Source: an optimization exercise on an open RTL-to-GDS flow (aim: small area). Production flows keep margins and buffers that such runs may drop. RTL that was checked went through simulation tests only; none was proved equivalent to the original. No functional check of the RTL was part of run 1. The flow treats the clock pin as an ideal source, which a real chip does not have. Power figures rest on the tool's default switching activity, not on a simulated workload.

File: flow/design.v
`default_nettype none
module mac_unit (
  input  wire [31:0] a,        
  input  wire [7:0]  y,        
  input  wire        yb,       
  input  wire [3:0]  dead,     
  input  wire [31:0] base,     
  input  wire [2:0]  ci,       
  output wire [31:0] sum,
  output wire [2:0]  co        
);
  wire [8:0] yy = {y, yb};
  wire one0 = yy[1] ^ yy[0];
  wire two0 = (yy[2] & ~yy[1] & ~yy[0]) | (~yy[2] & yy[1] & yy[0]);
  wire neg0 = yy[2];
  wire one0_0 = one0;
  wire two0_0 = two0;
  wire neg0_0 = neg0;
  wire one0_1 = one0 & ~dead[1];
  wire two0_1 = two0 & ~dead[1];
  wire neg0_1 = neg0 & ~dead[1];
  wire one0_2 = one0 & ~dead[2];
  wire two0_2 = two0 & ~dead[2];
  wire neg0_2 = neg0 & ~dead[2];
  wire one0_3 = one0 & ~dead[3];
  wire two0_3 = two0 & ~dead[3];
  wire neg0_3 = neg0 & ~dead[3];
  wire pp0_0;
  mac_bsel u_pp0_0 (.a0(a[0]), .a1(1'b0), .one(one0_0), .two(two0_0), .neg(neg0_0), .pp(pp0_0));
  wire pp0_1;
  mac_bsel u_pp0_1 (.a0(a[1]), .a1(a[0]), .one(one0_0), .two(two0_0), .neg(neg0_0), .pp(pp0_1));
  wire pp0_2;
  mac_bsel u_pp0_2 (.a0(a[2]), .a1(a[1]), .one(one0_0), .two(two0_0), .neg(neg0_0), .pp(pp0_2));
  wire pp0_3;
  mac_bsel u_pp0_3 (.a0(a[3]), .a1(a[2]), .one(one0_0), .two(two0_0), .neg(neg0_0), .pp(pp0_3));
  wire pp0_4;
  mac_bsel u_pp0_4 (.a0(a[4]), .a1(a[3]), .one(one0_0), .two(two0_0), .neg(neg0_0), .pp(pp0_4));
  wire pp0_5;
  mac_bsel u_pp0_5 (.a0(a[5]), .a1(a[4]), .one(one0_0), .two(two0_0), .neg(neg0_0), .pp(pp0_5));
  wire pp0_6;
  mac_bsel u_pp0_6 (.a0(a[6]), .a1(a[5]), .one(one0_0), .two(two0_0), .neg(neg0_0), .pp(pp0_6));
  wire pp0_7;
  mac_bsel u_pp0_7 (.a0(a[7]), .a1(a[6]), .one(one0_0), .two(two0_0), .neg(neg0_0), .pp(pp0_7));
  wire pp0_8;
  mac_bsel u_pp0_8 (.a0(a[8]), .a1(a[7]), .one(one0_1), .two(two0_1), .neg(neg0_1), .pp(pp0_8));
  wire pp0_9;
  mac_bsel u_pp0_9 (.a0(a[9]), .a1(a[8]), .one(one0_1), .two(two0_1), .neg(neg0_1), .pp(pp0_9));
  wire pp0_10;
  mac_bsel u_pp0_10 (.a0(a[10]), .a1(a[9]), .one(one0_1), .two(two0_1), .neg(neg0_1), .pp(pp0_10));
  wire pp0_11;
  mac_bsel u_pp0_11 (.a0(a[11]), .a1(a[10]), .one(one0_1), .two(two0_1), .neg(neg0_1), .pp(pp0_11));
  wire pp0_12;
  mac_bsel u_pp0_12 (.a0(a[12]), .a1(a[11]), .one(one0_1), .two(two0_1), .neg(neg0_1), .pp(pp0_12));
  wire pp0_13;
  mac_bsel u_pp0_13 (.a0(a[13]), .a1(a[12]), .one(one0_1), .two(two0_1), .neg(neg0_1), .pp(pp0_13));
  wire pp0_14;
  mac_bsel u_pp0_14 (.a0(a[14]), .a1(a[13]), .one(one0_1), .two(two0_1), .neg(neg0_1), .pp(pp0_14));
  wire pp0_15;
  mac_bsel u_pp0_15 (.a0(a[15]), .a1(a[14]), .one(one0_1), .two(two0_1), .neg(neg0_1), .pp(pp0_15));
  wire pp0_16;
  mac_bsel u_pp0_16 (.a0(a[16]), .a1(a[15]), .one(one0_2), .two(two0_2), .neg(neg0_2), .pp(pp0_16));
  wire pp0_17;
  mac_bsel u_pp0_17 (.a0(a[17]), .a1(a[16]), .one(one0_2), .two(two0_2), .neg(neg0_2), .pp(pp0_17));
  wire pp0_18;
  mac_bsel u_pp0_18 (.a0(a[18]), .a1(a[17]), .one(one0_2), .two(two0_2), .neg(neg0_2), .pp(pp0_18));
  wire pp0_19;
  mac_bsel u_pp0_19 (.a0(a[19]), .a1(a[18]), .one(one0_2), .two(two0_2), .neg(neg0_2), .pp(pp0_19));
  wire pp0_20;
  mac_bsel u_pp0_20 (.a0(a[20]), .a1(a[19]), .one(one0_2), .two(two0_2), .neg(neg0_2), .pp(pp0_20));
  wire pp0_21;
  mac_bsel u_pp0_21 (.a0(a[21]), .a1(a[20]), .one(one0_2), .two(two0_2), .neg(neg0_2), .pp(pp0_21));
  wire pp0_22;
  mac_bsel u_pp0_22 (.a0(a[22]), .a1(a[21]), .one(one0_2), .two(two0_2), .neg(neg0_2), .pp(pp0_22));
  wire pp0_23;
  mac_bsel u_pp0_23 (.a0(a[23]), .a1(a[22]), .one(one0_2), .two(two0_2), .neg(neg0_2), .pp(pp0_23));
  wire pp0_24;
  mac_bsel u_pp0_24 (.a0(a[24]), .a1(a[23]), .one(one0_3), .two(two0_3), .neg(neg0_3), .pp(pp0_24));
  wire pp0_25;
  mac_bsel u_pp0_25 (.a0(a[25]), .a1(a[24]), .one(one0_3), .two(two0_3), .neg(neg0_3), .pp(pp0_25));
  wire pp0_26;
  mac_bsel u_pp0_26 (.a0(a[26]), .a1(a[25]), .one(one0_3), .two(two0_3), .neg(neg0_3), .pp(pp0_26));
  wire pp0_27;
  mac_bsel u_pp0_27 (.a0(a[27]), .a1(a[26]), .one(one0_3), .two(two0_3), .neg(neg0_3), .pp(pp0_27));
  wire pp0_28;
  mac_bsel u_pp0_28 (.a0(a[28]), .a1(a[27]), .one(one0_3), .two(two0_3), .neg(neg0_3), .pp(pp0_28));
  wire pp0_29;
  mac_bsel u_pp0_29 (.a0(a[29]), .a1(a[28]), .one(one0_3), .two(two0_3), .neg(neg0_3), .pp(pp0_29));
  wire pp0_30;
  mac_bsel u_pp0_30 (.a0(a[30]), .a1(a[29]), .one(one0_3), .two(two0_3), .neg(neg0_3), .pp(pp0_30));
  wire pp0_31;
  mac_bsel u_pp0_31 (.a0(a[31]), .a1(a[30]), .one(one0_3), .two(two0_3), .neg(neg0_3), .pp(pp0_31));
  wire one1 = yy[3] ^ yy[2];
  wire two1 = (yy[4] & ~yy[3] & ~yy[2]) | (~yy[4] & yy[3] & yy[2]);
  wire neg1 = yy[4];
  wire one1_0 = one1;
  wire two1_0 = two1;
  wire neg1_0 = neg1;
  wire one1_1 = one1 & ~dead[1];
  wire two1_1 = two1 & ~dead[1];
  wire neg1_1 = neg1 & ~dead[1];
  wire one1_2 = one1 & ~dead[2];
  wire two1_2 = two1 & ~dead[2];
  wire neg1_2 = neg1 & ~dead[2];
  wire one1_3 = one1 & ~dead[3];
  wire two1_3 = two1 & ~dead[3];
  wire neg1_3 = neg1 & ~dead[3];
  wire pp1_2;
  mac_bsel u_pp1_2 (.a0(a[0]), .a1(1'b0), .one(one1_0), .two(two1_0), .neg(neg1_0), .pp(pp1_2));
  wire pp1_3;
  mac_bsel u_pp1_3 (.a0(a[1]), .a1(a[0]), .one(one1_0), .two(two1_0), .neg(neg1_0), .pp(pp1_3));
  wire pp1_4;
  mac_bsel u_pp1_4 (.a0(a[2]), .a1(a[1]), .one(one1_0), .two(two1_0), .neg(neg1_0), .pp(pp1_4));
  wire pp1_5;
  mac_bsel u_pp1_5 (.a0(a[3]), .a1(a[2]), .one(one1_0), .two(two1_0), .neg(neg1_0), .pp(pp1_5));
  wire pp1_6;
  mac_bsel u_pp1_6 (.a0(a[4]), .a1(a[3]), .one(one1_0), .two(two1_0), .neg(neg1_0), .pp(pp1_6));
  wire pp1_7;
  mac_bsel u_pp1_7 (.a0(a[5]), .a1(a[4]), .one(one1_0), .two(two1_0), .neg(neg1_0), .pp(pp1_7));
  wire pp1_8;
  mac_bsel u_pp1_8 (.a0(a[6]), .a1(a[5]), .one(one1_1), .two(two1_1), .neg(neg1_1), .pp(pp1_8));
  wire pp1_9;
  mac_bsel u_pp1_9 (.a0(a[7]), .a1(a[6]), .one(one1_1), .two(two1_1), .neg(neg1_1), .pp(pp1_9));
  wire pp1_10;
  mac_bsel u_pp1_10 (.a0(a[8]), .a1(a[7]), .one(one1_1), .two(two1_1), .neg(neg1_1), .pp(pp1_10));
  wire pp1_11;
  mac_bsel u_pp1_11 (.a0(a[9]), .a1(a[8]), .one(one1_1), .two(two1_1), .neg(neg1_1), .pp(pp1_11));
  wire pp1_12;
  mac_bsel u_pp1_12 (.a0(a[10]), .a1(a[9]), .one(one1_1), .two(two1_1), .neg(neg1_1), .pp(pp1_12));
  wire pp1_13;
  mac_bsel u_pp1_13 (.a0(a[11]), .a1(a[10]), .one(one1_1), .two(two1_1), .neg(neg1_1), .pp(pp1_13));
  wire pp1_14;
  mac_bsel u_pp1_14 (.a0(a[12]), .a1(a[11]), .one(one1_1), .two(two1_1), .neg(neg1_1), .pp(pp1_14));
  wire pp1_15;
  mac_bsel u_pp1_15 (.a0(a[13]), .a1(a[12]), .one(one1_1), .two(two1_1), .neg(neg1_1), .pp(pp1_15));
  wire pp1_16;
  mac_bsel u_pp1_16 (.a0(a[14]), .a1(a[13]), .one(one1_2), .two(two1_2), .neg(neg1_2), .pp(pp1_16));
  wire pp1_17;
  mac_bsel u_pp1_17 (.a0(a[15]), .a1(a[14]), .one(one1_2), .two(two1_2), .neg(neg1_2), .pp(pp1_17));
  wire pp1_18;
  mac_bsel u_pp1_18 (.a0(a[16]), .a1(a[15]), .one(one1_2), .two(two1_2), .neg(neg1_2), .pp(pp1_18));
  wire pp1_19;
  mac_bsel u_pp1_19 (.a0(a[17]), .a1(a[16]), .one(one1_2), .two(two1_2), .neg(neg1_2), .pp(pp1_19));
  wire pp1_20;
  mac_bsel u_pp1_20 (.a0(a[18]), .a1(a[17]), .one(one1_2), .two(two1_2), .neg(neg1_2), .pp(pp1_20));
  wire pp1_21;
  mac_bsel u_pp1_21 (.a0(a[19]), .a1(a[18]), .one(one1_2), .two(two1_2), .neg(neg1_2), .pp(pp1_21));
  wire pp1_22;
  mac_bsel u_pp1_22 (.a0(a[20]), .a1(a[19]), .one(one1_2), .two(two1_2), .neg(neg1_2), .pp(pp1_22));
  wire pp1_23;
  mac_bsel u_pp1_23 (.a0(a[21]), .a1(a[20]), .one(one1_2), .two(two1_2), .neg(neg1_2), .pp(pp1_23));
  wire pp1_24;
  mac_bsel u_pp1_24 (.a0(a[22]), .a1(a[21]), .one(one1_3), .two(two1_3), .neg(neg1_3), .pp(pp1_24));
  wire pp1_25;
  mac_bsel u_pp1_25 (.a0(a[23]), .a1(a[22]), .one(one1_3), .two(two1_3), .neg(neg1_3), .pp(pp1_25));
  wire pp1_26;
  mac_bsel u_pp1_26 (.a0(a[24]), .a1(a[23]), .one(one1_3), .two(two1_3), .neg(neg1_3), .pp(pp1_26));
  wire pp1_27;
  mac_bsel u_pp1_27 (.a0(a[25]), .a1(a[24]), .one(one1_3), .two(two1_3), .neg(neg1_3), .pp(pp1_27));
  wire pp1_28;
  mac_bsel u_pp1_28 (.a0(a[26]), .a1(a[25]), .one(one1_3), .two(two1_3), .neg(neg1_3), .pp(pp1_28));
  wire pp1_29;
  mac_bsel u_pp1_29 (.a0(a[27]), .a1(a[26]), .one(one1_3), .two(two1_3), .neg(neg1_3), .pp(pp1_29));
  wire pp1_30;
  mac_bsel u_pp1_30 (.a0(a[28]), .a1(a[27]), .one(one1_3), .two(two1_3), .neg(neg1_3), .pp(pp1_30));
  wire pp1_31;
  mac_bsel u_pp1_31 (.a0(a[29]), .a1(a[28]), .one(one1_3), .two(two1_3), .neg(neg1_3), .pp(pp1_31));
  wire one2 = yy[5] ^ yy[4];
  wire two2 = (yy[6] & ~yy[5] & ~yy[4]) | (~yy[6] & yy[5] & yy[4]);
  wire neg2 = yy[6];
  wire one2_0 = one2;
  wire two2_0 = two2;
  wire neg2_0 = neg2;
  wire one2_1 = one2 & ~dead[1];
  wire two2_1 = two2 & ~dead[1];
  wire neg2_1 = neg2 & ~dead[1];
  wire one2_2 = one2 & ~dead[2];
  wire two2_2 = two2 & ~dead[2];
  wire neg2_2 = neg2 & ~dead[2];
  wire one2_3 = one2 & ~dead[3];
  wire two2_3 = two2 & ~dead[3];
  wire neg2_3 = neg2 & ~dead[3];
  wire pp2_4;
  mac_bsel u_pp2_4 (.a0(a[0]), .a1(1'b0), .one(one2_0), .two(two2_0), .neg(neg2_0), .pp(pp2_4));
  wire pp2_5;
  mac_bsel u_pp2_5 (.a0(a[1]), .a1(a[0]), .one(one2_0), .two(two2_0), .neg(neg2_0), .pp(pp2_5));
  wire pp2_6;
  mac_bsel u_pp2_6 (.a0(a[2]), .a1(a[1]), .one(one2_0), .two(two2_0), .neg(neg2_0), .pp(pp2_6));
  wire pp2_7;
  mac_bsel u_pp2_7 (.a0(a[3]), .a1(a[2]), .one(one2_0), .two(two2_0), .neg(neg2_0), .pp(pp2_7));
  wire pp2_8;
  mac_bsel u_pp2_8 (.a0(a[4]), .a1(a[3]), .one(one2_1), .two(two2_1), .neg(neg2_1), .pp(pp2_8));
  wire pp2_9;
  mac_bsel u_pp2_9 (.a0(a[5]), .a1(a[4]), .one(one2_1), .two(two2_1), .neg(neg2_1), .pp(pp2_9));
  wire pp2_10;
  mac_bsel u_pp2_10 (.a0(a[6]), .a1(a[5]), .one(one2_1), .two(two2_1), .neg(neg2_1), .pp(pp2_10));
  wire pp2_11;
  mac_bsel u_pp2_11 (.a0(a[7]), .a1(a[6]), .one(one2_1), .two(two2_1), .neg(neg2_1), .pp(pp2_11));
  wire pp2_12;
  mac_bsel u_pp2_12 (.a0(a[8]), .a1(a[7]), .one(one2_1), .two(two2_1), .neg(neg2_1), .pp(pp2_12));
  wire pp2_13;
  mac_bsel u_pp2_13 (.a0(a[9]), .a1(a[8]), .one(one2_1), .two(two2_1), .neg(neg2_1), .pp(pp2_13));
  wire pp2_14;
  mac_bsel u_pp2_14 (.a0(a[10]), .a1(a[9]), .one(one2_1), .two(two2_1), .neg(neg2_1), .pp(pp2_14));
  wire pp2_15;
  mac_bsel u_pp2_15 (.a0(a[11]), .a1(a[10]), .one(one2_1), .two(two2_1), .neg(neg2_1), .pp(pp2_15));
  wire pp2_16;
  mac_bsel u_pp2_16 (.a0(a[12]), .a1(a[11]), .one(one2_2), .two(two2_2), .neg(neg2_2), .pp(pp2_16));
  wire pp2_17;
  mac_bsel u_pp2_17 (.a0(a[13]), .a1(a[12]), .one(one2_2), .two(two2_2), .neg(neg2_2), .pp(pp2_17));
  wire pp2_18;
  mac_bsel u_pp2_18 (.a0(a[14]), .a1(a[13]), .one(one2_2), .two(two2_2), .neg(neg2_2), .pp(pp2_18));
  wire pp2_19;
  mac_bsel u_pp2_19 (.a0(a[15]), .a1(a[14]), .one(one2_2), .two(two2_2), .neg(neg2_2), .pp(pp2_19));
  wire pp2_20;
  mac_bsel u_pp2_20 (.a0(a[16]), .a1(a[15]), .one(one2_2), .two(two2_2), .neg(neg2_2), .pp(pp2_20));
  wire pp2_21;
  mac_bsel u_pp2_21 (.a0(a[17]), .a1(a[16]), .one(one2_2), .two(two2_2), .neg(neg2_2), .pp(pp2_21));
  wire pp2_22;
  mac_bsel u_pp2_22 (.a0(a[18]), .a1(a[17]), .one(one2_2), .two(two2_2), .neg(neg2_2), .pp(pp2_22));
  wire pp2_23;
  mac_bsel u_pp2_23 (.a0(a[19]), .a1(a[18]), .one(one2_2), .two(two2_2), .neg(neg2_2), .pp(pp2_23));
  wire pp2_24;
  mac_bsel u_pp2_24 (.a0(a[20]), .a1(a[19]), .one(one2_3), .two(two2_3), .neg(neg2_3), .pp(pp2_24));
  wire pp2_25;
  mac_bsel u_pp2_25 (.a0(a[21]), .a1(a[20]), .one(one2_3), .two(two2_3), .neg(neg2_3), .pp(pp2_25));
  wire pp2_26;
  mac_bsel u_pp2_26 (.a0(a[22]), .a1(a[21]), .one(one2_3), .two(two2_3), .neg(neg2_3), .pp(pp2_26));
  wire pp2_27;
  mac_bsel u_pp2_27 (.a0(a[23]), .a1(a[22]), .one(one2_3), .two(two2_3), .neg(neg2_3), .pp(pp2_27));
  wire pp2_28;
  mac_bsel u_pp2_28 (.a0(a[24]), .a1(a[23]), .one(one2_3), .two(two2_3), .neg(neg2_3), .pp(pp2_28));
  wire pp2_29;
  mac_bsel u_pp2_29 (.a0(a[25]), .a1(a[24]), .one(one2_3), .two(two2_3), .neg(neg2_3), .pp(pp2_29));
  wire pp2_30;
  mac_bsel u_pp2_30 (.a0(a[26]), .a1(a[25]), .one(one2_3), .two(two2_3), .neg(neg2_3), .pp(pp2_30));
  wire pp2_31;
  mac_bsel u_pp2_31 (.a0(a[27]), .a1(a[26]), .one(one2_3), .two(two2_3), .neg(neg2_3), .pp(pp2_31));
  wire one3 = yy[7] ^ yy[6];
  wire two3 = (yy[8] & ~yy[7] & ~yy[6]) | (~yy[8] & yy[7] & yy[6]);
  wire neg3 = yy[8];
  wire one3_0 = one3;
  wire two3_0 = two3;
  wire neg3_0 = neg3;
  wire one3_1 = one3 & ~dead[1];
  wire two3_1 = two3 & ~dead[1];
  wire neg3_1 = neg3 & ~dead[1];
  wire one3_2 = one3 & ~dead[2];
  wire two3_2 = two3 & ~dead[2];
  wire neg3_2 = neg3 & ~dead[2];
  wire one3_3 = one3 & ~dead[3];
  wire two3_3 = two3 & ~dead[3];
  wire neg3_3 = neg3 & ~dead[3];
  wire pp3_6;
  mac_bsel u_pp3_6 (.a0(a[0]), .a1(1'b0), .one(one3_0), .two(two3_0), .neg(neg3_0), .pp(pp3_6));
  wire pp3_7;
  mac_bsel u_pp3_7 (.a0(a[1]), .a1(a[0]), .one(one3_0), .two(two3_0), .neg(neg3_0), .pp(pp3_7));
  wire pp3_8;
  mac_bsel u_pp3_8 (.a0(a[2]), .a1(a[1]), .one(one3_1), .two(two3_1), .neg(neg3_1), .pp(pp3_8));
  wire pp3_9;
  mac_bsel u_pp3_9 (.a0(a[3]), .a1(a[2]), .one(one3_1), .two(two3_1), .neg(neg3_1), .pp(pp3_9));
  wire pp3_10;
  mac_bsel u_pp3_10 (.a0(a[4]), .a1(a[3]), .one(one3_1), .two(two3_1), .neg(neg3_1), .pp(pp3_10));
  wire pp3_11;
  mac_bsel u_pp3_11 (.a0(a[5]), .a1(a[4]), .one(one3_1), .two(two3_1), .neg(neg3_1), .pp(pp3_11));
  wire pp3_12;
  mac_bsel u_pp3_12 (.a0(a[6]), .a1(a[5]), .one(one3_1), .two(two3_1), .neg(neg3_1), .pp(pp3_12));
  wire pp3_13;
  mac_bsel u_pp3_13 (.a0(a[7]), .a1(a[6]), .one(one3_1), .two(two3_1), .neg(neg3_1), .pp(pp3_13));
  wire pp3_14;
  mac_bsel u_pp3_14 (.a0(a[8]), .a1(a[7]), .one(one3_1), .two(two3_1), .neg(neg3_1), .pp(pp3_14));
  wire pp3_15;
  mac_bsel u_pp3_15 (.a0(a[9]), .a1(a[8]), .one(one3_1), .two(two3_1), .neg(neg3_1), .pp(pp3_15));
  wire pp3_16;
  mac_bsel u_pp3_16 (.a0(a[10]), .a1(a[9]), .one(one3_2), .two(two3_2), .neg(neg3_2), .pp(pp3_16));
  wire pp3_17;
  mac_bsel u_pp3_17 (.a0(a[11]), .a1(a[10]), .one(one3_2), .two(two3_2), .neg(neg3_2), .pp(pp3_17));
  wire pp3_18;
  mac_bsel u_pp3_18 (.a0(a[12]), .a1(a[11]), .one(one3_2), .two(two3_2), .neg(neg3_2), .pp(pp3_18));
  wire pp3_19;
  mac_bsel u_pp3_19 (.a0(a[13]), .a1(a[12]), .one(one3_2), .two(two3_2), .neg(neg3_2), .pp(pp3_19));
  wire pp3_20;
  mac_bsel u_pp3_20 (.a0(a[14]), .a1(a[13]), .one(one3_2), .two(two3_2), .neg(neg3_2), .pp(pp3_20));
  wire pp3_21;
  mac_bsel u_pp3_21 (.a0(a[15]), .a1(a[14]), .one(one3_2), .two(two3_2), .neg(neg3_2), .pp(pp3_21));
  wire pp3_22;
  mac_bsel u_pp3_22 (.a0(a[16]), .a1(a[15]), .one(one3_2), .two(two3_2), .neg(neg3_2), .pp(pp3_22));
  wire pp3_23;
  mac_bsel u_pp3_23 (.a0(a[17]), .a1(a[16]), .one(one3_2), .two(two3_2), .neg(neg3_2), .pp(pp3_23));
  wire pp3_24;
  mac_bsel u_pp3_24 (.a0(a[18]), .a1(a[17]), .one(one3_3), .two(two3_3), .neg(neg3_3), .pp(pp3_24));
  wire pp3_25;
  mac_bsel u_pp3_25 (.a0(a[19]), .a1(a[18]), .one(one3_3), .two(two3_3), .neg(neg3_3), .pp(pp3_25));
  wire pp3_26;
  mac_bsel u_pp3_26 (.a0(a[20]), .a1(a[19]), .one(one3_3), .two(two3_3), .neg(neg3_3), .pp(pp3_26));
  wire pp3_27;
  mac_bsel u_pp3_27 (.a0(a[21]), .a1(a[20]), .one(one3_3), .two(two3_3), .neg(neg3_3), .pp(pp3_27));
  wire pp3_28;
  mac_bsel u_pp3_28 (.a0(a[22]), .a1(a[21]), .one(one3_3), .two(two3_3), .neg(neg3_3), .pp(pp3_28));
  wire pp3_29;
  mac_bsel u_pp3_29 (.a0(a[23]), .a1(a[22]), .one(one3_3), .two(two3_3), .neg(neg3_3), .pp(pp3_29));
  wire pp3_30;
  mac_bsel u_pp3_30 (.a0(a[24]), .a1(a[23]), .one(one3_3), .two(two3_3), .neg(neg3_3), .pp(pp3_30));
  wire pp3_31;
  mac_bsel u_pp3_31 (.a0(a[25]), .a1(a[24]), .one(one3_3), .two(two3_3), .neg(neg3_3), .pp(pp3_31));
  wire s1, c2;
  mac_fa u_s1 (.x(base[0]), .y(pp0_0), .z(neg0), .s(s1), .c(c2));
  wire s3, c4;
  mac_ha u_s3 (.x(ci[0]), .y(s1), .s(s3), .c(c4));
  wire s5, c6;
  mac_fa u_s5 (.x(base[1]), .y(pp0_1), .z(c2), .s(s5), .c(c6));
  wire s7, c8;
  mac_ha u_s7 (.x(c4), .y(s5), .s(s7), .c(c8));
  wire s9, c10;
  mac_fa u_s9 (.x(base[2]), .y(pp0_2), .z(pp1_2), .s(s9), .c(c10));
  wire s11, c12;
  mac_fa u_s11 (.x(neg1), .y(s9), .z(c6), .s(s11), .c(c12));
  wire s13, c14;
  mac_ha u_s13 (.x(c8), .y(s11), .s(s13), .c(c14));
  wire s15, c16;
  mac_fa u_s15 (.x(base[3]), .y(pp0_3), .z(pp1_3), .s(s15), .c(c16));
  wire s17, c18;
  mac_fa u_s17 (.x(c10), .y(s15), .z(c12), .s(s17), .c(c18));
  wire s19, c20;
  mac_ha u_s19 (.x(c14), .y(s17), .s(s19), .c(c20));
  wire s21, c22;
  mac_fa u_s21 (.x(base[4]), .y(pp0_4), .z(pp1_4), .s(s21), .c(c22));
  wire s23, c24;
  mac_fa u_s23 (.x(pp2_4), .y(neg2), .z(c16), .s(s23), .c(c24));
  wire s25, c26;
  mac_fa u_s25 (.x(s21), .y(s23), .z(c18), .s(s25), .c(c26));
  wire s27, c28;
  mac_ha u_s27 (.x(c20), .y(s25), .s(s27), .c(c28));
  wire s29, c30;
  mac_fa u_s29 (.x(base[5]), .y(pp0_5), .z(pp1_5), .s(s29), .c(c30));
  wire s31, c32;
  mac_fa u_s31 (.x(pp2_5), .y(c22), .z(s29), .s(s31), .c(c32));
  wire s33, c34;
  mac_fa u_s33 (.x(c24), .y(s31), .z(c26), .s(s33), .c(c34));
  wire s35, c36;
  mac_ha u_s35 (.x(c28), .y(s33), .s(s35), .c(c36));
  wire s37, c38;
  mac_fa u_s37 (.x(base[6]), .y(pp0_6), .z(pp1_6), .s(s37), .c(c38));
  wire s39, c40;
  mac_fa u_s39 (.x(pp2_6), .y(pp3_6), .z(neg3), .s(s39), .c(c40));
  wire s41, c42;
  mac_fa u_s41 (.x(c30), .y(s37), .z(s39), .s(s41), .c(c42));
  wire s43, c44;
  mac_fa u_s43 (.x(c32), .y(s41), .z(c34), .s(s43), .c(c44));
  wire s45, c46;
  mac_ha u_s45 (.x(c36), .y(s43), .s(s45), .c(c46));
  wire s47, c48;
  mac_fa u_s47 (.x(base[7]), .y(pp0_7), .z(pp1_7), .s(s47), .c(c48));
  wire s49, c50;
  mac_fa u_s49 (.x(pp2_7), .y(pp3_7), .z(ci[1]), .s(s49), .c(c50));
  wire k51 = c48 & ~dead[1];
  wire s52, c53;
  mac_fa u_s52 (.x(c38), .y(c40), .z(s47), .s(s52), .c(c53));
  wire k54 = c50 & ~dead[1];
  wire s55, c56;
  mac_fa u_s55 (.x(s49), .y(c42), .z(s52), .s(s55), .c(c56));
  wire k57 = c53 & ~dead[1];
  wire s58, c59;
  mac_fa u_s58 (.x(s55), .y(c44), .z(c46), .s(s58), .c(c59));
  wire k60 = c56 & ~dead[1];
  wire s61, c62;
  mac_fa u_s61 (.x(base[8]), .y(pp0_8), .z(pp1_8), .s(s61), .c(c62));
  wire s63, c64;
  mac_fa u_s63 (.x(pp2_8), .y(pp3_8), .z(k51), .s(s63), .c(c64));
  wire s65, c66;
  mac_fa u_s65 (.x(k54), .y(k57), .z(k60), .s(s65), .c(c66));
  wire s67, c68;
  mac_fa u_s67 (.x(s61), .y(s63), .z(s65), .s(s67), .c(c68));
  wire s69, c70;
  mac_fa u_s69 (.x(base[9]), .y(pp0_9), .z(pp1_9), .s(s69), .c(c70));
  wire s71, c72;
  mac_fa u_s71 (.x(pp2_9), .y(pp3_9), .z(c62), .s(s71), .c(c72));
  wire s73, c74;
  mac_fa u_s73 (.x(c64), .y(c66), .z(s69), .s(s73), .c(c74));
  wire s75, c76;
  mac_fa u_s75 (.x(c68), .y(s71), .z(s73), .s(s75), .c(c76));
  wire s77, c78;
  mac_fa u_s77 (.x(base[10]), .y(pp0_10), .z(pp1_10), .s(s77), .c(c78));
  wire s79, c80;
  mac_fa u_s79 (.x(pp2_10), .y(pp3_10), .z(c70), .s(s79), .c(c80));
  wire s81, c82;
  mac_fa u_s81 (.x(s77), .y(c72), .z(c74), .s(s81), .c(c82));
  wire s83, c84;
  mac_fa u_s83 (.x(s79), .y(c76), .z(s81), .s(s83), .c(c84));
  wire s85, c86;
  mac_fa u_s85 (.x(base[11]), .y(pp0_11), .z(pp1_11), .s(s85), .c(c86));
  wire s87, c88;
  mac_fa u_s87 (.x(pp2_11), .y(pp3_11), .z(c78), .s(s87), .c(c88));
  wire s89, c90;
  mac_fa u_s89 (.x(s85), .y(c80), .z(s87), .s(s89), .c(c90));
  wire s91, c92;
  mac_fa u_s91 (.x(c82), .y(s89), .z(c84), .s(s91), .c(c92));
  wire s93, c94;
  mac_fa u_s93 (.x(base[12]), .y(pp0_12), .z(pp1_12), .s(s93), .c(c94));
  wire s95, c96;
  mac_fa u_s95 (.x(pp2_12), .y(pp3_12), .z(c86), .s(s95), .c(c96));
  wire s97, c98;
  mac_fa u_s97 (.x(s93), .y(c88), .z(s95), .s(s97), .c(c98));
  wire s99, c100;
  mac_fa u_s99 (.x(c90), .y(s97), .z(c92), .s(s99), .c(c100));
  wire s101, c102;
  mac_fa u_s101 (.x(base[13]), .y(pp0_13), .z(pp1_13), .s(s101), .c(c102));
  wire s103, c104;
  mac_fa u_s103 (.x(pp2_13), .y(pp3_13), .z(c94), .s(s103), .c(c104));
  wire s105, c106;
  mac_fa u_s105 (.x(s101), .y(c96), .z(s103), .s(s105), .c(c106));
  wire s107, c108;
  mac_fa u_s107 (.x(c98), .y(s105), .z(c100), .s(s107), .c(c108));
  wire s109, c110;
  mac_fa u_s109 (.x(base[14]), .y(pp0_14), .z(pp1_14), .s(s109), .c(c110));
  wire s111, c112;
  mac_fa u_s111 (.x(pp2_14), .y(pp3_14), .z(c102), .s(s111), .c(c112));
  wire s113, c114;
  mac_fa u_s113 (.x(s109), .y(c104), .z(s111), .s(s113), .c(c114));
  wire s115, c116;
  mac_fa u_s115 (.x(c106), .y(s113), .z(c108), .s(s115), .c(c116));
  wire s117, c118;
  mac_fa u_s117 (.x(base[15]), .y(pp0_15), .z(pp1_15), .s(s117), .c(c118));
  wire s119, c120;
  mac_fa u_s119 (.x(pp2_15), .y(pp3_15), .z(ci[2]), .s(s119), .c(c120));
  wire k121 = c118 & ~dead[2];
  wire s122, c123;
  mac_fa u_s122 (.x(c110), .y(s117), .z(s119), .s(s122), .c(c123));
  wire k124 = c120 & ~dead[2];
  wire s125, c126;
  mac_fa u_s125 (.x(c112), .y(s122), .z(c114), .s(s125), .c(c126));
  wire k127 = c123 & ~dead[2];
  wire k128 = c126 & ~dead[2];
  wire s129, c130;
  mac_fa u_s129 (.x(base[16]), .y(pp0_16), .z(pp1_16), .s(s129), .c(c130));
  wire s131, c132;
  mac_fa u_s131 (.x(pp2_16), .y(pp3_16), .z(k121), .s(s131), .c(c132));
  wire s133, c134;
  mac_fa u_s133 (.x(k124), .y(k127), .z(k128), .s(s133), .c(c134));
  wire s135, c136;
  mac_fa u_s135 (.x(s129), .y(s131), .z(s133), .s(s135), .c(c136));
  wire s137, c138;
  mac_fa u_s137 (.x(base[17]), .y(pp0_17), .z(pp1_17), .s(s137), .c(c138));
  wire s139, c140;
  mac_fa u_s139 (.x(pp2_17), .y(pp3_17), .z(c130), .s(s139), .c(c140));
  wire s141, c142;
  mac_fa u_s141 (.x(c132), .y(c134), .z(s137), .s(s141), .c(c142));
  wire s143, c144;
  mac_fa u_s143 (.x(c136), .y(s139), .z(s141), .s(s143), .c(c144));
  wire s145, c146;
  mac_fa u_s145 (.x(base[18]), .y(pp0_18), .z(pp1_18), .s(s145), .c(c146));
  wire s147, c148;
  mac_fa u_s147 (.x(pp2_18), .y(pp3_18), .z(c138), .s(s147), .c(c148));
  wire s149, c150;
  mac_fa u_s149 (.x(s145), .y(c140), .z(c142), .s(s149), .c(c150));
  wire s151, c152;
  mac_fa u_s151 (.x(s147), .y(c144), .z(s149), .s(s151), .c(c152));
  wire s153, c154;
  mac_fa u_s153 (.x(base[19]), .y(pp0_19), .z(pp1_19), .s(s153), .c(c154));
  wire s155, c156;
  mac_fa u_s155 (.x(pp2_19), .y(pp3_19), .z(c146), .s(s155), .c(c156));
  wire s157, c158;
  mac_fa u_s157 (.x(s153), .y(c148), .z(s155), .s(s157), .c(c158));
  wire s159, c160;
  mac_fa u_s159 (.x(c150), .y(s157), .z(c152), .s(s159), .c(c160));
  wire s161, c162;
  mac_fa u_s161 (.x(base[20]), .y(pp0_20), .z(pp1_20), .s(s161), .c(c162));
  wire s163, c164;
  mac_fa u_s163 (.x(pp2_20), .y(pp3_20), .z(c154), .s(s163), .c(c164));
  wire s165, c166;
  mac_fa u_s165 (.x(s161), .y(c156), .z(s163), .s(s165), .c(c166));
  wire s167, c168;
  mac_fa u_s167 (.x(c158), .y(s165), .z(c160), .s(s167), .c(c168));
  wire s169, c170;
  mac_fa u_s169 (.x(base[21]), .y(pp0_21), .z(pp1_21), .s(s169), .c(c170));
  wire s171, c172;
  mac_fa u_s171 (.x(pp2_21), .y(pp3_21), .z(c162), .s(s171), .c(c172));
  wire s173, c174;
  mac_fa u_s173 (.x(s169), .y(c164), .z(s171), .s(s173), .c(c174));
  wire s175, c176;
  mac_fa u_s175 (.x(c166), .y(s173), .z(c168), .s(s175), .c(c176));
  wire s177, c178;
  mac_fa u_s177 (.x(base[22]), .y(pp0_22), .z(pp1_22), .s(s177), .c(c178));
  wire s179, c180;
  mac_fa u_s179 (.x(pp2_22), .y(pp3_22), .z(c170), .s(s179), .c(c180));
  wire s181, c182;
  mac_fa u_s181 (.x(s177), .y(c172), .z(s179), .s(s181), .c(c182));
  wire s183, c184;
  mac_fa u_s183 (.x(c174), .y(s181), .z(c176), .s(s183), .c(c184));
  wire s185, c186;
  mac_fa u_s185 (.x(base[23]), .y(pp0_23), .z(pp1_23), .s(s185), .c(c186));
  wire s187, c188;
  mac_fa u_s187 (.x(pp2_23), .y(pp3_23), .z(c178), .s(s187), .c(c188));
  wire k189 = c186 & ~dead[3];
  wire s190, c191;
  mac_fa u_s190 (.x(s185), .y(c180), .z(s187), .s(s190), .c(c191));
  wire k192 = c188 & ~dead[3];
  wire s193, c194;
  mac_ha u_s193 (.x(c182), .y(s190), .s(s193), .c(c194));
  wire k195 = c191 & ~dead[3];
  wire k196 = c194 & ~dead[3];
  wire s197, c198;
  mac_fa u_s197 (.x(base[24]), .y(pp0_24), .z(pp1_24), .s(s197), .c(c198));
  wire s199, c200;
  mac_fa u_s199 (.x(pp2_24), .y(pp3_24), .z(k189), .s(s199), .c(c200));
  wire s201, c202;
  mac_fa u_s201 (.x(k192), .y(k195), .z(k196), .s(s201), .c(c202));
  wire s203, c204;
  mac_fa u_s203 (.x(s197), .y(s199), .z(s201), .s(s203), .c(c204));
  wire s205, c206;
  mac_fa u_s205 (.x(base[25]), .y(pp0_25), .z(pp1_25), .s(s205), .c(c206));
  wire s207, c208;
  mac_fa u_s207 (.x(pp2_25), .y(pp3_25), .z(c198), .s(s207), .c(c208));
  wire s209, c210;
  mac_fa u_s209 (.x(c200), .y(c202), .z(s205), .s(s209), .c(c210));
  wire s211, c212;
  mac_fa u_s211 (.x(c204), .y(s207), .z(s209), .s(s211), .c(c212));
  wire s213, c214;
  mac_fa u_s213 (.x(base[26]), .y(pp0_26), .z(pp1_26), .s(s213), .c(c214));
  wire s215, c216;
  mac_fa u_s215 (.x(pp2_26), .y(pp3_26), .z(c206), .s(s215), .c(c216));
  wire s217, c218;
  mac_fa u_s217 (.x(s213), .y(c208), .z(c210), .s(s217), .c(c218));
  wire s219, c220;
  mac_fa u_s219 (.x(s215), .y(c212), .z(s217), .s(s219), .c(c220));
  wire s221, c222;
  mac_fa u_s221 (.x(base[27]), .y(pp0_27), .z(pp1_27), .s(s221), .c(c222));
  wire s223, c224;
  mac_fa u_s223 (.x(pp2_27), .y(pp3_27), .z(c214), .s(s223), .c(c224));
  wire s225, c226;
  mac_fa u_s225 (.x(s221), .y(c216), .z(s223), .s(s225), .c(c226));
  wire s227, c228;
  mac_fa u_s227 (.x(c218), .y(s225), .z(c220), .s(s227), .c(c228));
  wire s229, c230;
  mac_fa u_s229 (.x(base[28]), .y(pp0_28), .z(pp1_28), .s(s229), .c(c230));
  wire s231, c232;
  mac_fa u_s231 (.x(pp2_28), .y(pp3_28), .z(c222), .s(s231), .c(c232));
  wire s233, c234;
  mac_fa u_s233 (.x(s229), .y(c224), .z(s231), .s(s233), .c(c234));
  wire s235, c236;
  mac_fa u_s235 (.x(c226), .y(s233), .z(c228), .s(s235), .c(c236));
  wire s237, c238;
  mac_fa u_s237 (.x(base[29]), .y(pp0_29), .z(pp1_29), .s(s237), .c(c238));
  wire s239, c240;
  mac_fa u_s239 (.x(pp2_29), .y(pp3_29), .z(c230), .s(s239), .c(c240));
  wire s241, c242;
  mac_fa u_s241 (.x(s237), .y(c232), .z(s239), .s(s241), .c(c242));
  wire s243, c244;
  mac_fa u_s243 (.x(c234), .y(s241), .z(c236), .s(s243), .c(c244));
  wire s245, c246;
  mac_fa u_s245 (.x(base[30]), .y(pp0_30), .z(pp1_30), .s(s245), .c(c246));
  wire s247, c248;
  mac_fa u_s247 (.x(pp2_30), .y(pp3_30), .z(c238), .s(s247), .c(c248));
  wire s249, c250;
  mac_fa u_s249 (.x(s245), .y(c240), .z(s247), .s(s249), .c(c250));
  wire s251, c252;
  mac_fa u_s251 (.x(c242), .y(s249), .z(c244), .s(s251), .c(c252));
  wire s253 = base[31] ^ pp0_31;
  wire s254 = pp1_31 ^ pp2_31;
  wire s255 = pp3_31 ^ c246;
  wire s256 = s253 ^ s254;
  wire s257 = c248 ^ s255;
  wire s258 = s256 ^ c250;
  wire s259 = s257 ^ s258;
  wire s260 = s259 ^ c252;
  assign sum = {s260, s251, s243, s235, s227, s219, s211, s203, s193, s183, s175, s167, s159, s151, s143, s135, s125, s115, s107, s99, s91, s83, s75, s67, s58, s45, s35, s27, s19, s13, s7, s3};
  assign co = {c184, c116, c59};
endmodule
module mac_fa (
  input  wire x, y, z,
  output wire s, c
);
  assign s = x ^ y ^ z;
  assign c = (x & y) | (x & z) | (y & z);
endmodule
module mac_ha (
  input  wire x, y,
  output wire s, c
);
  assign s = x ^ y;
  assign c = x & y;
endmodule
module mac_bsel (
  input  wire a0, a1, one, two, neg,
  output wire pp
);
  wire sel;
  mac_ao u_ao (.a0(a0), .a1(a1), .one(one), .two(two), .sel(sel));
  assign pp = sel ^ neg;
endmodule
module mac_ao (
  input  wire a0, a1, one, two,
  output wire sel
);
  assign sel = (a0 & one) | (a1 & two);
endmodule
`default_nettype wire
`timescale 1ns/1ps
`default_nettype none
module matmul_top #(
  parameter int DATA_W = 32,
  parameter int ADDR_W = 12
) (
  input  logic              clk,
  input  logic              reset_n,
  input  logic              dut_valid,
  output logic              dut_ready,
  output logic [ADDR_W-1:0] input_read_address,
  input  logic [DATA_W-1:0] input_read_data,
  output logic [ADDR_W-1:0] weight_read_address,
  input  logic [DATA_W-1:0] weight_read_data,
  output logic              result_write_enable,
  output logic [ADDR_W-1:0] result_write_address,
  output logic [DATA_W-1:0] result_write_data
);
  localparam logic [1:0] S_IDLE = 2'd0, S_DIMS = 2'd1, S_RUN = 2'd2, S_FIN = 2'd3;
  logic [1:0]        state;
  logic [1:0]        ph;         
  logic              kend_q;     
  logic              wr_arm;     
  logic [ADDR_W-1:0] a_addr;
  logic [ADDR_W-1:0] b_addr;
  logic [ADDR_W-1:0] k_cnt;      
  logic [ADDR_W-1:0] nm1;        
  logic [ADDR_W-1:0] np;         
  logic [ADDR_W-1:0] m_rem;      
  logic [ADDR_W-1:0] c_addr;
  logic              k_end, j_end, i_end, adv, restart, start, step;
  logic [7:0]        y;
  logic              yb;
  logic [3:0]        dead;
  logic [DATA_W-1:0] base;
  logic              clr;        
  logic [2:0]        cq;         
  logic [2:0]        ci;
  logic [2:0]        co;
  logic [DATA_W-1:0] acc;        
  logic [DATA_W-1:0] sum;
  assign dut_ready            = (state == S_IDLE);
  assign input_read_address   = a_addr;
  assign weight_read_address  = b_addr;
  assign result_write_address = c_addr;
  assign result_write_data    = acc;
  assign result_write_enable  = state[1] && wr_arm && kend_q && (ph == 2'd0);
  assign y    = weight_read_data[8*ph +: 8];
  assign yb   = (ph == 2'd0) ? 1'b0 : weight_read_data[8*ph - 1];
  assign dead = {ph != 2'd0, ph[1], ph == 2'd3, 1'b0};
  assign clr  = kend_q && (ph == 2'd0);
  assign base = clr ? '0 : acc;
  assign ci   = cq & ~{dead[1], 2'b00} & ~{3{ph == 2'd0}};
  mac_unit mac0 (
    .a      (input_read_data),
    .y      (y),
    .yb     (yb),
    .dead   (dead),
    .base   (base),
    .ci     (ci),
    .sum    (sum),
    .co     (co)
  );
  always_ff @(posedge clk)
  begin
    acc <= {sum[7:0], sum[DATA_W-1:8]};
    cq  <= co;
  end
  assign k_end   = (k_cnt == '0) || (state == S_DIMS);
  assign j_end   = (b_addr == np) || (state == S_DIMS);
  assign i_end   = (m_rem == '0);
  assign adv     = (ph == 2'd2);
  assign restart = k_end && !j_end;
  assign start   = (state == S_IDLE) && dut_valid;
  assign step    = adv && (state == S_DIMS || state == S_RUN);
  always_ff @(posedge clk)
  begin
    if (!reset_n)
    begin
      state <= S_IDLE;
    end
    else
    begin
      ph <= ph + 1'b1;
      if (start)
      begin
        state  <= S_DIMS;
        ph     <= 2'd3;
        kend_q <= 1'b1;
        wr_arm <= 1'b0;
      end
      if (state == S_FIN && ph == 2'd0)
        state <= S_IDLE;
      if (state == S_DIMS && ph == 2'd0)
        nm1 <= input_read_data[ADDR_W-1:0] - 1'b1;
      if (step)
      begin
        wr_arm <= (state == S_RUN);
        kend_q <= k_end;
        if (k_end && j_end && i_end)
          state <= S_FIN;
        if (state == S_DIMS)
        begin
          state <= S_RUN;
          np    <= acc[16 +: ADDR_W];   
        end
      end
    end
  end
  always_ff @(posedge clk)
  begin
    a_addr <= start ? '0 : a_addr + ((step && restart) ? ~nm1 : '0) + step;
    b_addr <= start ? '0 : (step && k_end && j_end) ? ADDR_W'(1) : b_addr + step;
    c_addr <= start ? '0 : c_addr + result_write_enable;
    k_cnt  <= (step && k_end) ? nm1 : k_cnt - step;
    m_rem  <= (state == S_DIMS && ph == 2'd0) ? input_read_data[16 +: ADDR_W]
                                              : m_rem - (step && k_end && j_end);
  end
endmodule
`default_nettype wire
File: flow/flow/run.sh
#!/bin/bash
# The standard layout, with the port buffers made from the smallest buffer
# cell instead of the one buffer_ports picks by itself.
set -euo pipefail
export BUFFER_PORTS_ARGS="-buffer_cell sky130_fd_sc_hd__buf_1"
export REMOVE_ABC_BUFFERS=1
export CTS_ARGS="-sink_clustering_enable -repair_clock_nets -buf_list sky130_fd_sc_hd__clkbuf_8 -sink_buffer_max_cap_derate 1.0 -dont_use_dummy_load"
bash standard.sh > standard.log 2>&1
File: flow/standard.sh
#!/bin/bash
# synth_recipe.tcl (not shown) runs the flow's synth.tcl, then flattens the netlist and writes it again
# the make line also repeats each setting of config.mk as NAME=value (left out here)
make -C /OpenROAD-flow-scripts/flow DESIGN_CONFIG=/design/flow/config.mk WORK_HOME=/design/flow/orfs CLKGATE_MAP_FILE= SYNTH_SCRIPT=/design/flow/synth_recipe.tcl "${@:-finish}"
File: flow/config.mk
export PLATFORM = sky130hd
export DESIGN_NAME = matmul_top
export DESIGN_NICKNAME = matmul_top
export VERILOG_FILES = /design/flow/design.v
export SDC_FILE = /design/flow/constraint.sdc
export NUM_CORES = 4
export LEC_CHECK = 0
export CAP_MARGIN = 20
export CORE_MARGIN = 2
export CORE_UTILIZATION = 70
export CTS_BUF_LIST = sky130_fd_sc_hd__clkbuf_4 sky130_fd_sc_hd__clkbuf_8
export GPL_TIMING_DRIVEN = 0
export SLEW_MARGIN = 20
export SYNTH_HIERARCHICAL = 1
export SYNTH_MINIMUM_KEEP_SIZE = 0
File: flow/constraint.sdc
create_clock -name core_clock -period 10.0 [get_ports {clk}]
set_input_delay 2.0000 -clock core_clock [delete_from_list [all_inputs] [get_ports {clk}]]
set_output_delay 2.0000 -clock core_clock [all_outputs]
set_load 0.01 [all_outputs]
==> out/results.ini, run 1 <==
[die]
io_pins=137
die_y_microns=127.4
row_count=45
dieArea_sq_um=16230
fp.dieW_microns=127.4
start_util_pct=70.90
coreArea_sq_um=15030

[synth]
ys_warn_count=7
netlist_area_sq_um=10660
synthCells=1015
syn_avg_cell_area_sq_um=10.50

[cells_and_area]
layout.cells.non_filler=1315
nets=1344
diodes=0
drive_gt1_share_pct=4.437
fillCellCount=1075
final_util_pct=75.96
synthToLayoutAreaGrowth_pct=7.126

[worst_setup_path]
worstSetupEndpointType=flip-flop
arrival_ns=9.95
crit_path_start_kind=primary input
worstSetupPathType=primary input to flip-flop
crit_required_ns=10.32
crit_fanout=8

[drt]
firstDrtPassIters=5
ant_nets=0
wl_per_cell_microns=19.63
vias=7996
drc=0
viasPerCell=6.081
drt-initial-drc-count=545
wl_microns=25820

[placed_design]
port_buffers=136
dpl_worst_slack_ns=-0.4201
gp_congestion=0.9327
post-dp-hpwl_microns=19840
dpl.cell_count=1290

[clock_tree]
cts_tree=built
clkLatencyLatePin_ns=0.44
clk_pin_slew_ns=0.07
clock-root-buffer=clkbuf_8
cts_sinks=125
cts_buffers=17
cts_buffer_depth=2
h-tree-depth=4

[global_route]
gr-usage-all-layers_pct=32.89
grt_pass1_vias=7774
overflow=0
grt_first_pass_wirelength_microns=41030
grt_max_degree=34
antenna_found_initial=0

[sta]
maxSlewHeadroom_pct=34.11
layout_setup_ws_ns=0.3685
fin_setup_tns_ns=0
setup_violations=0
finClkSkew_ns=0.02789
fmax_mhz=103.8
worst_pin_slew_ns=0.9864
period_needed_ns=9.631
drv_slew=0
finalCritPeriodShare_pct=96.31
rsz0062_at_grt=no
finalHoldViolations=0

[power]
vdd_ir_drop_max_mv=0.4364
p_per_area_nw_per_um2=300.7
p_leak_nw=5.013

[hold_path]
hold_class=flip-flop to flip-flop

[run]
cap_violations=0

[outcome]
status=timing/DRC/antenna clean

==> flip-flops by register name, indices dropped and copies added, names as in the netlist <==
signal / count
a_addr: 12
acc: 32
b_addr: 12
c_addr: 12
cq: 3
k_cnt: 12
kend_q: 1
m_rem: 12
nm1: 12
np: 12
ph: 2
state: 2
wr_arm: 1
==> path summary, 6_finish.rpt <==
| path | slack [ns] | startpoint | to | depth (start not counted) |
|---|---|---|---|---|
| max reg2reg | 0.52 | ph[0] | acc[23] | 24 |
| min | 0.47 | acc[24] | np[8] | 0 |
| min reg2reg | 0.47 | acc[24] | np[8] | 0 |
| max | 0.37 | weight_read_data[7] | acc[23] | 23 |
==> routing by layer <==
metal	track usage, %	share of wire, %	up-vias
met5	0	0	-
met4	11.51	2.8	0
met3	7.245	7.1	55
met2	54.26	49	354
met1	43.24	41	3895
li1	-	-	3692
==> power by group <==
group	internal, mW	leakage (nW)	switching (mW)
Clock	0.150	0.122	0.181
Sequential	0.714	1.06	0.114
Combinational	1.04	3.83	1.23
Total	1.91	5.01	1.52
==> cells in the final DEF (no fill, tap or decap), drive strengths merged, types with 17 or more instances in the layout <==
| master | instances |
|---|---|
| nor2 | 88 |
| nand2 | 54 |
| fa | 114 |
| edfxtp | 28 |
| clkbuf | 17 |
| and2 | 39 |
| xnor2 | 34 |
| o21ai | 31 |
| buf | 144 |
| nor2b | 29 |
| a22o | 116 |
| ha | 34 |
| inv | 30 |
| dfxtp | 97 |
| xor2 | 150 |
==> layout make-up <==
class                   count  area (sq um)  area share, %
clock buffers              17         234.0          2.049
flip-flops and latches    125          2783          24.37
well taps                 188         235.2          2.060
inverters                  30         112.6         0.9862
repair buffers            144         578.1          5.062
multi-input cells         811          7476          65.47
==> worst max-delay path: stages <==
cell and delay, ns:
buf_1 0.08, mux4_2 0.48, and2_1 0.22, xnor2_2 0.38
nor2_1 0.23, a22o_1 0.27, xor2_1 0.16, fa_1 0.48
fa_1 0.54, fa_1 0.43, ha_1 0.20, nor2b_1 0.14
fa_1 0.52, fa_1 0.54, fa_1 0.44, fa_1 0.47
fa_1 0.42, fa_1 0.43, fa_1 0.45, fa_1 0.44
xnor2_2 0.15, xnor3_1 0.34, xnor2_1 0.13
==> through the flow <==
| stage | hold WS (ns) | power (mW) | area, sq um |
|---|---|---|---|
| floorplan | 0.4348 | 2.339 | 10340 |
| global placement | 0.4590 | 3.012 | 11090 |
| detailed placement | 0.4661 | 3.094 | 11090 |
| CTS | 0.4678 | 3.446 | 11320 |
| global route | 0.4685 | 3.790 | 11420 |
| finish | 0.4740 | 3.433 | 11420 |
==> what timing repair did <==
action / CTS / global route
setup endpoints to repair: 0 / 1
setup buffers: 0 / 7
resized for setup: 0 / 6
hold buffers: 0 / 0
==> run 2, diff against run 1 <==
--- a/flow/design.v
+++ b/flow/design.v
@@ -624,7 +624,8 @@
   logic [ADDR_W-1:0] np;         
   logic [ADDR_W-1:0] m_rem;      
   logic [ADDR_W-1:0] c_addr;
-  logic              k_end, j_end, i_end, adv, restart, start, step;
+  logic              k_end, j_end, i_end, adv, restart, start, step, dims0;
+  logic [ADDR_W-1:0] k_dec;
   logic [7:0]        y;
   logic              yb;
   logic [3:0]        dead;
@@ -669,6 +670,8 @@
   assign restart = k_end && !j_end;
   assign start   = (state == S_IDLE) && dut_valid;
   assign step    = adv && (state == S_DIMS || state == S_RUN);
+  assign dims0   = (state == S_DIMS && ph == 2'd0);
+  assign k_dec   = k_cnt - (step || (state == S_DIMS && ph == 2'd1));
   always_ff @(posedge clk)
   begin
     if (!reset_n)
@@ -687,8 +690,8 @@
       end
       if (state == S_FIN && ph == 2'd0)
         state <= S_IDLE;
-      if (state == S_DIMS && ph == 2'd0)
-        nm1 <= input_read_data[ADDR_W-1:0] - 1'b1;
+      if (state == S_DIMS && ph == 2'd1)
+        nm1 <= k_dec;   
       if (step)
       begin
         wr_arm <= (state == S_RUN);
@@ -708,9 +711,8 @@
     a_addr <= start ? '0 : a_addr + ((step && restart) ? ~nm1 : '0) + step;
     b_addr <= start ? '0 : (step && k_end && j_end) ? ADDR_W'(1) : b_addr + step;
     c_addr <= start ? '0 : c_addr + result_write_enable;
-    k_cnt  <= (step && k_end) ? nm1 : k_cnt - step;
-    m_rem  <= (state == S_DIMS && ph == 2'd0) ? input_read_data[16 +: ADDR_W]
-                                              : m_rem - (step && k_end && j_end);
+    k_cnt  <= (step && k_end) ? nm1 : dims0 ? input_read_data[ADDR_W-1:0] : k_dec;
+    m_rem  <= dims0 ? input_read_data[16 +: ADDR_W] : m_rem - (step && k_end && j_end);
   end
 endmodule
 `default_nettype wire
==> out/results.ini, run 2 <==
[clock_tree]
cts_tree=built
clkLatencyLatePin_ns=0.46  ; +0.02 ns
cts_buffer_depth=2  ; unchanged
clk_pin_slew_ns=0.08  ; about the same
clock-root-buffer=clkbuf_8
cts_sinks=125  ; unchanged
cts_buffers=17  ; unchanged
h-tree-depth=4  ; unchanged
postCtsSetupRepairBufs=0  ; unchanged

[global_route]
antenna_found_initial=0  ; unchanged
grt_first_pass_wirelength_microns=40230  ; -2.0%
gr-usage-all-layers_pct=32.26  ; -0.62 points
grt_pass1_vias=7585  ; -2.4%
overflow=0  ; unchanged
grt_max_degree=39  ; +15%

[synth]
synthCells=1007  ; -0.79%
syn_avg_cell_area_sq_um=10.55  ; +0.43%
netlist_area_sq_um=10620  ; -0.36%
ys_warn_count=7  ; unchanged

[worst_setup_path]
crit_fanout=8  ; unchanged
worstSetupEndpointType=flip-flop
crit_required_ns=10.38  ; +0.06 ns
cp_common_cell=fa_1
crit_family=adder cells
r2r_start=ph[0]
worstSetupPathDepth=24  ; +4.3%
crit_end=acc[23]
startpoint=weight_read_data[7]
path_buf_inv=1  ; unchanged
crit_path_start_kind=primary input
r2r_setup_slack_ns=0.56  ; +0.04 ns
worstSetupPathType=primary input to flip-flop
reg2regPathDepth=25  ; +4.2%
max_stage_delay_ns=0.54  ; about the same
cp_cell_sequence=buf_1 -> mux4_2 -> and2_1 -> and3b_1 -> a21oi_1 -> nor2_2 -> a22o_1 -> xor2_1 -> fa_1 -> fa_1 -> fa_1 -> ha_1 -> nor2b_1 -> fa_1 -> fa_1 -> fa_1 -> fa_1 -> fa_1 -> fa_1 -> fa_1 -> fa_1 -> xnor2_2 -> xnor3_1 -> xnor2_1
r2r-end=acc[23]
arrival_ns=10.06  ; +0.11 ns
crit_slowest_cell=fa_1

[die]
row_count=45  ; unchanged
fp.dieW_microns=127.2  ; -0.18%
die_y_microns=127.2  ; -0.18%
dieArea_sq_um=16170  ; -0.35%
start_util_pct=70.65  ; -0.26 points
io_pins=137  ; unchanged
coreArea_sq_um=15030  ; unchanged

[cells_and_area]
largest_register_ffs=32  ; unchanged
final_util_pct=75.26  ; -0.70 points
layout.cells.non_filler=1298  ; -1.3%
drive_gt1_share_pct=3.964  ; -0.47 points
diodes=0  ; unchanged
final_common_cell=xor2_1
fillCellCount=1099  ; +2.2%
nets=1327  ; -1.3%
regMostFlops=acc
multi_input_area_sq_um=7420  ; -0.75%
synthToLayoutAreaGrowth_pct=6.527
layout_common_cells=xor2_1 (153), buf_1 (136), a22o_1 (116)
seq_area_sq_um=2783  ; unchanged

[drt]
wl_per_cell_microns=19.27  ; -1.9%
viasPerCell=6.008  ; -1.2%
firstDrtPassIters=6  ; +1
vias=7799  ; -2.5%
wl_microns=25010  ; -3.1%
drt-initial-drc-count=665  ; +22%
ant_nets=0  ; unchanged
drc=0  ; unchanged

[sta]
layout_setup_ws_ns=0.3145  ; -0.05399 ns
maxSlewHeadroom_pct=28.56  ; -5.5 points
period_needed_ns=9.685  ; +0.05399 ns
finClkSkew_ns=0.03470  ; +0.006818 ns
rsz0062_at_grt=no
setup_violations=0  ; unchanged
fmax_mhz=103.2  ; -0.56%
finalCritPeriodShare_pct=96.85  ; +0.54 points
hold_ws_ns=0.4634  ; -0.01060 ns
finalHoldViolations=0  ; unchanged
worst_pin_slew_ns=1.068  ; +0.08122 ns
drv_slew=0  ; unchanged

[placed_design]
port_buffers=136  ; unchanged
dpl.cell_count=1280  ; -0.78%
dpl_worst_slack_ns=-0.3379  ; +0.08223 ns
post-dp-hpwl_microns=19340  ; -2.5%
gp_congestion=0.8671  ; -7.0%

[hold_path]
hold_class=flip-flop to flip-flop

[power]
vdd_ir_drop_max_mv=0.2980  ; -32%
p_per_area_nw_per_um2=303.0  ; +0.79%
p_leak_nw=5.063  ; +1.0%

[outcome]
status=timing/DRC/antenna clean

[run]
cap_violations=0  ; unchanged

-- run 2: stage by stage --
| step | TNS (ns) | power [mW] | instance area [sq um] |
|---|---|---|---|
| after global routing | 0 | 3.766 | 11310 |
| final | 0 | 3.428 | 11310 |
| after CTS | 0 | 3.462 | 11280 |
| after global placement | -0.2314 | 3.014 | 11030 |
| after floorplan | 0 | 2.345 | 10280 |
| after detailed placement | -0.3379 | 3.117 | 11050 |
-- run 2: report_power, final --
group | switching [mW] | leakage [nW] | total, mW | internal [mW]
Sequential | 0.110 | 1.06 | 0.831 | 0.721
Combinational | 1.23 | 3.88 | 2.27 | 1.04
Clock | 0.176 | 0.122 | 0.325 | 0.149
-- run 2: worst min-delay path by stage --
stage | slack [ns] | end | depth (start not counted) | startpoint
after CTS | 0.47 | k_cnt[1] | 2 | nm1[1]
final | 0.46 | k_cnt[6] | 2 | nm1[6]
after global routing | 0.48 | np[8] | 0 | acc[24]
after global placement | 0.45 | np[8] | 0 | acc[24]
after detailed placement | 0.45 | np[8] | 0 | acc[24]
after floorplan | 0.44 | k_cnt[1] | 2 | nm1[1]
-- run 2: cell type report --
type                    instances  area share, %
clock buffers                  17          2.068
well taps                     188          2.079
inverters                      27         0.8958
repair buffers                138          4.778
multi-input cells             803          65.58
flip-flops and latches        125          24.60
-- run 2: per-layer routing --
layer | GRT usage, % | wire length (microns)
met5 | 0 | 0
met4 | 10.15 | 577
met3 | 6.030 | 1443
met2 | 51.08 | 11980
met1 | 45.68 | 11010
-- run 2: repair_timing --
item	4_1_cts	5_1_grt
hold buffers	0	0
resized for setup	0	4
setup endpoints to repair	0	1
-- run 2: worst min-delay path, cell delays in order (launching register included) --
cell and delay, ns:
edfxtp_1 0.34, nand2_1 0.05, o21ai_0 0.06
==> run 3, diff against run 2 <==
==> flow/flow/run.sh (replaced) <==
#!/bin/bash
# The standard layout, with the port buffers made from the smallest buffer
# cell instead of the one buffer_ports picks by itself, and small clock
# buffers (fix_clk.tcl sizes up the leaves that drive many flip-flops).
set -euo pipefail
export BUFFER_PORTS_ARGS="-buffer_cell sky130_fd_sc_hd__buf_1"
export REMOVE_ABC_BUFFERS=1
export CTS_ARGS="-sink_clustering_enable -repair_clock_nets -root_buf sky130_fd_sc_hd__clkbuf_8 -buf_list sky130_fd_sc_hd__clkbuf_4 -dont_use_dummy_load"
export POST_CTS_TCL="$PWD/flow/fix_clk.tcl"
bash standard.sh > standard.log 2>&1
==> flow/flow/fix_clk.tcl (new file) <==
# After CTS: a leaf clock buffer with many flip-flops gets the next size up,
# to keep the slew at their clock pins low.
set block [ord::get_db_block]
set n_up 0
foreach inst [$block getInsts] {
  if { [[$inst getMaster] getName] ne "sky130_fd_sc_hd__clkbuf_4" } { continue }
  set net [[$inst findITerm X] getNet]
  if { $net eq "NULL" } { continue }
  set fanout [expr { [llength [$net getITerms]] - 1 }]
  if { $fanout >= 10 } {
    replace_cell [get_cells [$inst getName]] [get_lib_cells sky130_fd_sc_hd__clkbuf_8]
    incr n_up
  }
}
puts "fix_clk: $n_up leaf clock buffers sized up"
if { $n_up > 0 } {
  detailed_placement
  check_placement -verbose
  estimate_parasitics -placement
}
==> out/results.ini, run 3 <==
[worst_setup_path]
cp_common_cell=fa_1
crit_path_start_kind=primary input
r2r_start=ph[0]
crit_required_ns=10.38  ; about the same
cp_cell_sequence=buf_1 -> mux4_2 -> and2_1 -> and3b_1 -> a21oi_1 -> nor2_2 -> a22o_1 -> xor2_1 -> fa_1 -> fa_1 -> fa_1 -> ha_1 -> nor2b_1 -> fa_1 -> fa_1 -> fa_1 -> fa_1 -> fa_1 -> fa_1 -> fa_1 -> fa_1 -> xnor2_2 -> xnor3_1 -> xnor2_1
worstSetupEndpointType=flip-flop
startpoint=weight_read_data[7]
worstSetupPathType=primary input to flip-flop
path_buf_inv=1  ; unchanged
crit_family=adder cells
max_stage_delay_ns=0.54  ; about the same
arrival_ns=10.05  ; about the same
crit_slowest_cell=fa_1
crit_fanout=8  ; unchanged

[global_route]
gr-usage-all-layers_pct=32.16  ; -0.097 points
grt_first_pass_wirelength_microns=40210  ; about the same
overflow=0  ; unchanged
grt_pass1_vias=7626  ; +0.54%
antenna_found_initial=0  ; unchanged
grt_max_degree=39  ; unchanged

[drt]
firstDrtPassIters=5  ; -1
ant_nets=0  ; unchanged
wl_per_cell_microns=19.23  ; -0.16%
drt-initial-drc-count=677  ; +1.8%
viasPerCell=6.027  ; +0.31%
drc=0  ; unchanged
vias=7823  ; +0.31%
wl_microns=24970  ; -0.16%

[cells_and_area]
fillCellCount=1124  ; +2.3%
drive_gt1_share_pct=3.964  ; unchanged
multi_input_area_sq_um=7420  ; unchanged
nets=1327  ; unchanged
layout_common_cells=xor2_1 (153), buf_1 (136), a22o_1 (116)
synthToLayoutAreaGrowth_pct=5.820
layout.cells.non_filler=1298  ; unchanged
diodes=0  ; unchanged
final_util_pct=74.76  ; -0.50 points
seq_area_sq_um=2783  ; unchanged
largest_register_ffs=32  ; unchanged
final_common_cell=xor2_1
regMostFlops=acc

[sta]
drv_slew=0  ; unchanged
maxSlewHeadroom_pct=28.67  ; +0.11 points
worst_pin_slew_ns=1.066  ; -0.001618 ns
finClkSkew_ns=0.04565  ; +0.01094 ns
hold_ws_ns=0.4586  ; -0.004804 ns
finalCritPeriodShare_pct=96.77  ; about the same
period_needed_ns=9.677  ; -0.008473 ns
layout_setup_ws_ns=0.3230  ; +0.008473 ns
finalHoldViolations=0  ; unchanged
rsz0062_at_grt=no
setup_violations=0  ; unchanged
fmax_mhz=103.3  ; about the same

[power]
p_leak_nw=5.032  ; -0.61%
total_power_mw=3.371  ; -1.7%
p_per_area_nw_per_um2=299.9  ; -1.0%
vdd_ir_drop_max_mv=0.2990  ; +0.33%

[placed_design]
gp_congestion=0.8671  ; unchanged
dpl.cell_count=1280  ; unchanged
dpl_worst_slack_ns=-0.3379  ; unchanged
port_buffers=136  ; unchanged
post-dp-hpwl_microns=19340  ; unchanged

[clock_tree]
clkLatencyLatePin_ns=0.44  ; -0.02 ns
clk_pin_slew_ns=0.12  ; +0.04 ns
cts_sinks=125  ; unchanged
cts_tree=built

[die]
dieArea_sq_um=16170  ; unchanged
row_count=45  ; unchanged
start_util_pct=70.65  ; unchanged
die_y_microns=127.2  ; unchanged
io_pins=137  ; unchanged
coreArea_sq_um=15030  ; unchanged
fp.dieW_microns=127.2  ; unchanged

[outcome]
status=timing/DRC/antenna clean

[synth]
syn_avg_cell_area_sq_um=10.55  ; unchanged
ys_warn_count=7  ; unchanged
netlist_area_sq_um=10620  ; unchanged
synthCells=1007  ; unchanged

[hold_path]
hold_start=nm1[6]
hold_class=flip-flop to flip-flop

[run]
cap_violations=0  ; unchanged

-- run 3: path summary, 6_finish.rpt --
path / to / cells after the start / slack, ns
max: acc[23] / 24 / 0.32
min reg2reg: k_cnt[6] / 2 / 0.46
max reg2reg: acc[23] / 25 / 0.63
min: k_cnt[6] / 2 / 0.46
-- run 3: through the flow --
stage	area (sq um)	setup TNS [ns]
3_5_place_dp	11050	-0.3379
5_1_grt	11240	0
3_3_place_gp	11030	-0.2314
6_report	11240	0
2_1_floorplan	10280	0
-- run 3: metal layers --
metal  track usage (%)  vias up  wire length (microns)
met5                 0        -                      0
met2             50.85      318                  11920
met3             6.407       43                   1803
li1                  -     3630                      -
met4             10.15        0                    576
met1             45.32     3832                  10670
-- run 3: layout make-up --
type                            instances  area share [%]
Clock buffer                           17           1.414
Inverter                               27          0.9018
Multi-Input combinational cell        803           66.02
Sequential cell                       125           24.76
Tap cell                              188           2.093
Timing Repair Buffer                  138           4.810
-- run 3: power breakdown --
| part | switching (mW) | internal, mW | total, mW |
|---|---|---|---|
| logic | 1.23 | 1.04 | 2.27 |
| registers | 0.110 | 0.720 | 0.830 |
| clock network | 0.167 | 0.100 | 0.267 |
-- run 3: worst min-delay path, stage by stage, from the launching register on --
cell      delay, ns
edfxtp_1       0.35
nand2_1        0.05
o21ai_0        0.06

-- port drivers added, routing unchanged --
The results above use ideal ports. As a check the final layouts listed here were re-extracted and re-timed, cells and wires unchanged. Step 1 sets driving cells, clkbuf_16 on the clock port and buf_2 on the other inputs (assumed; they add their load-dependent delay and slew). Step 2 moves the port delays by t, midway between the first and last clock arrival at a register: inputs arrive t later, outputs are due t later. That takes back most of the time a late clock gives input paths. a / b / c = ideal ports / drivers / drivers and shift; a / b = the first two.
| run | t, ns | setup slack, ns | hold WS [ns] |
|---|---|---|---|
| run 1 | 0.465 | 0.369 / 0.388 / -0.077 | 0.474 / 0.474 / 0.474 |
| run 2 | 0.483 | 0.315 / 0.331 / -0.151 | 0.463 / 0.463 / 0.463 |
| run 3 | 0.461 | 0.323 / 0.341 / -0.120 | 0.459 / 0.459 / 0.459 |
Met with ideal ports but missed after step 2: setup timing in every run listed. For run 2, which loses most, drivers alone change the setup slack by +0.016 ns; drivers and shift together by -0.466 ns.
